Background: an optimization exercise with open tools, aiming at small area. Do not read the settings as production practice.
In this exercise RTL edits were held to simulation tests only and were not proved equivalent to the original.
Power is estimated from default activity; no workload was simulated. The clock port is modelled as an ideal driver; clocking choices that lean on that would not hold on a real chip.

==> flow/design.v (excerpt) <==
module pulse_timing_top
(
   input  logic       clk_pll,
   input  logic       resetn,
   input  logic       host_valid,
   input  logic [35:0] host_wr,
   output logic       host_ready,
   input  logic       pump,
   output logic [17:0] pulse
);
For scale: ~1600 flip-flops, roughly 0.057 mm² of cells after synthesis.
==> flow/config.mk <==
export PLATFORM = sky130hd
export DESIGN_NAME = pulse_timing_top
export DESIGN_NICKNAME = pulse_timing_top
export VERILOG_FILES = /design/flow/design.v
export SDC_FILE = /design/flow/constraint.sdc
export NUM_CORES = 4
export LEC_CHECK = 0
export CAP_MARGIN = 20
export CORE_MARGIN = 2
export CORE_UTILIZATION = 40
export CTS_CLUSTER_DIAMETER = 100
export CTS_CLUSTER_SIZE = 30
export SLEW_MARGIN = 20
==> flow/constraint.sdc <==
create_clock -name core_clock -period 6.0 [get_ports {clk_pll}]
set_input_delay 1.2000 -clock core_clock [delete_from_list [all_inputs] [get_ports {clk_pll}]]
set_output_delay 1.2000 -clock core_clock [all_outputs]
set_load 0.01 [all_outputs]
standard.sh (not shown) runs the stock make flow with config.mk's settings and CLKGATE_MAP_FILE= SYNTH_SCRIPT=/design/flow/synth_recipe.tcl, a recipe that flattens the netlist after the stock synthesis.
==> flow/flow/run.sh <==
#!/bin/bash
# The standard layout (standard.sh: the standard flow's synthesis and ORFS steps) with two
# changes: the port buffers are the smallest buffer, and clock tree synthesis
# clusters up to 30 flip-flops per leaf buffer without dummy loads.
# The make output goes to flow_make.log; ORFS keeps each step's log under
# orfs/logs/.
set -euo pipefail
export BUFFER_PORTS_ARGS="-buffer_cell sky130_fd_sc_hd__buf_1"
export CTS_ARGS="-sink_clustering_enable -repair_clock_nets -sink_clustering_size 30 -sink_clustering_max_diameter 100 -dont_use_dummy_load"
bash standard.sh > flow_make.log 2>&1
Then changed:
==> flow/run.sh (new file) <==
#!/bin/bash
# synth_recipe.tcl (not shown) runs the flow's synth.tcl, then flattens the netlist and writes it again
# the make line also repeats each setting of config.mk as NAME=value (left out here)
make -C /OpenROAD-flow-scripts/flow DESIGN_CONFIG=/design/flow/config.mk WORK_HOME=/design/flow/orfs CLKGATE_MAP_FILE= SYNTH_SCRIPT=/design/flow/synth_recipe.tcl finish
removed: flow/flow/run.sh
removed: flow/standard.sh
Area after synthesis does not change.
Register-to-register slack gets better by 40 ps.
Synthesized cell count stays the same.
Global-route usage came out lower by 0.27 points.
First-iteration DRC count increases by 0.75%.

* * *

== tundra ==
pulse_timing_top, a different RTL version from the one above (not shown whole).
For scale: about 3800 cells after synthesis, ~1600 flip-flops, about 59 I/O pins, roughly 60000 sq um of cells after synthesis.
clock: 6.0 ns
lec_check: 0
cap_margin: 20
core_margin: 2
core_utilization: 40
cts_cluster_diameter: 100
cts_cluster_size: 30
slew_margin: 20
==> flow/flow/run.sh <==
#!/bin/bash
# The standard layout (standard.sh: the standard flow's synthesis and ORFS steps) with two
# changes: the port buffers are the smallest buffer, and clock tree synthesis
# clusters up to 30 flip-flops per leaf buffer without dummy loads.
# The make output goes to flow_make.log; ORFS keeps each step's log under
# orfs/logs/.
set -euo pipefail
export BUFFER_PORTS_ARGS="-buffer_cell sky130_fd_sc_hd__buf_1"
export CTS_ARGS="-sink_clustering_enable -repair_clock_nets -sink_clustering_size 30 -sink_clustering_max_diameter 100 -dont_use_dummy_load"
bash standard.sh > flow_make.log 2>&1
In summary, tundra completed successfully, with a layout that passed the timing, DRC and antenna checks.
Inputs modified between tundra and delta:
==> flow/run.sh (new file) <==
#!/bin/bash
# synth_recipe.tcl (not shown) runs the flow's synth.tcl, then flattens the netlist and writes it again
# the make line also repeats each setting of config.mk as NAME=value (left out here)
make -C /OpenROAD-flow-scripts/flow DESIGN_CONFIG=/design/flow/config.mk WORK_HOME=/design/flow/orfs CLKGATE_MAP_FILE= SYNTH_SCRIPT=/design/flow/synth_recipe.tcl finish
removed: flow/flow/run.sh
removed: flow/standard.sh
==> comparison <==
- Every stage of the flow completed for delta, and the final layout passed the timing, DRC and antenna checks.
- Comparing tundra and delta, the lower final period utilization is on delta.
- Comparing delta with tundra, the sequential power came out essentially unchanged.
- Clock transition at the register clock pins on the worst setup and hold paths after CTS across tundra and delta: no real change.

afterwards: timing with drivers on the ports:
How much do the figures lean on ideal ports? The routed layouts below were timed once more, with nothing changed but the port constraints.
Step 1, drivers: a clkbuf_16 drives clk_pll and a buf_2 each remaining input, both assumed.
Step 2 moves the port delays by t, midway between the first and last clock arrival at a register: inputs arrive t later, outputs are due t later. That takes back most of the time a late clock gives input paths.
Three values: no drivers, after step 1, after step 2; two values: the first two.
run	t (ns)	setup slack, ns	latest minus earliest clock arrival (ns)	worst data-port slew with drivers (ns)
the first run of note 1	0.752	1.917 / 1.917 / 1.917	0.126 / 0.126	0.05
the second run of note 1	0.752	1.905 / 1.831 / 1.701	0.062 / 0.062	0.06
tundra	0.778	1.446 / 1.446 / 1.446	0.106 / 0.107	0.05
delta	0.807	1.552 / 1.552 / 1.552	0.063 / 0.064	0.09
After both steps every run listed still meets setup and hold. For the second run of note 1, which loses most, drivers alone change the setup slack by -0.074 ns; drivers and shift together by -0.204 ns.
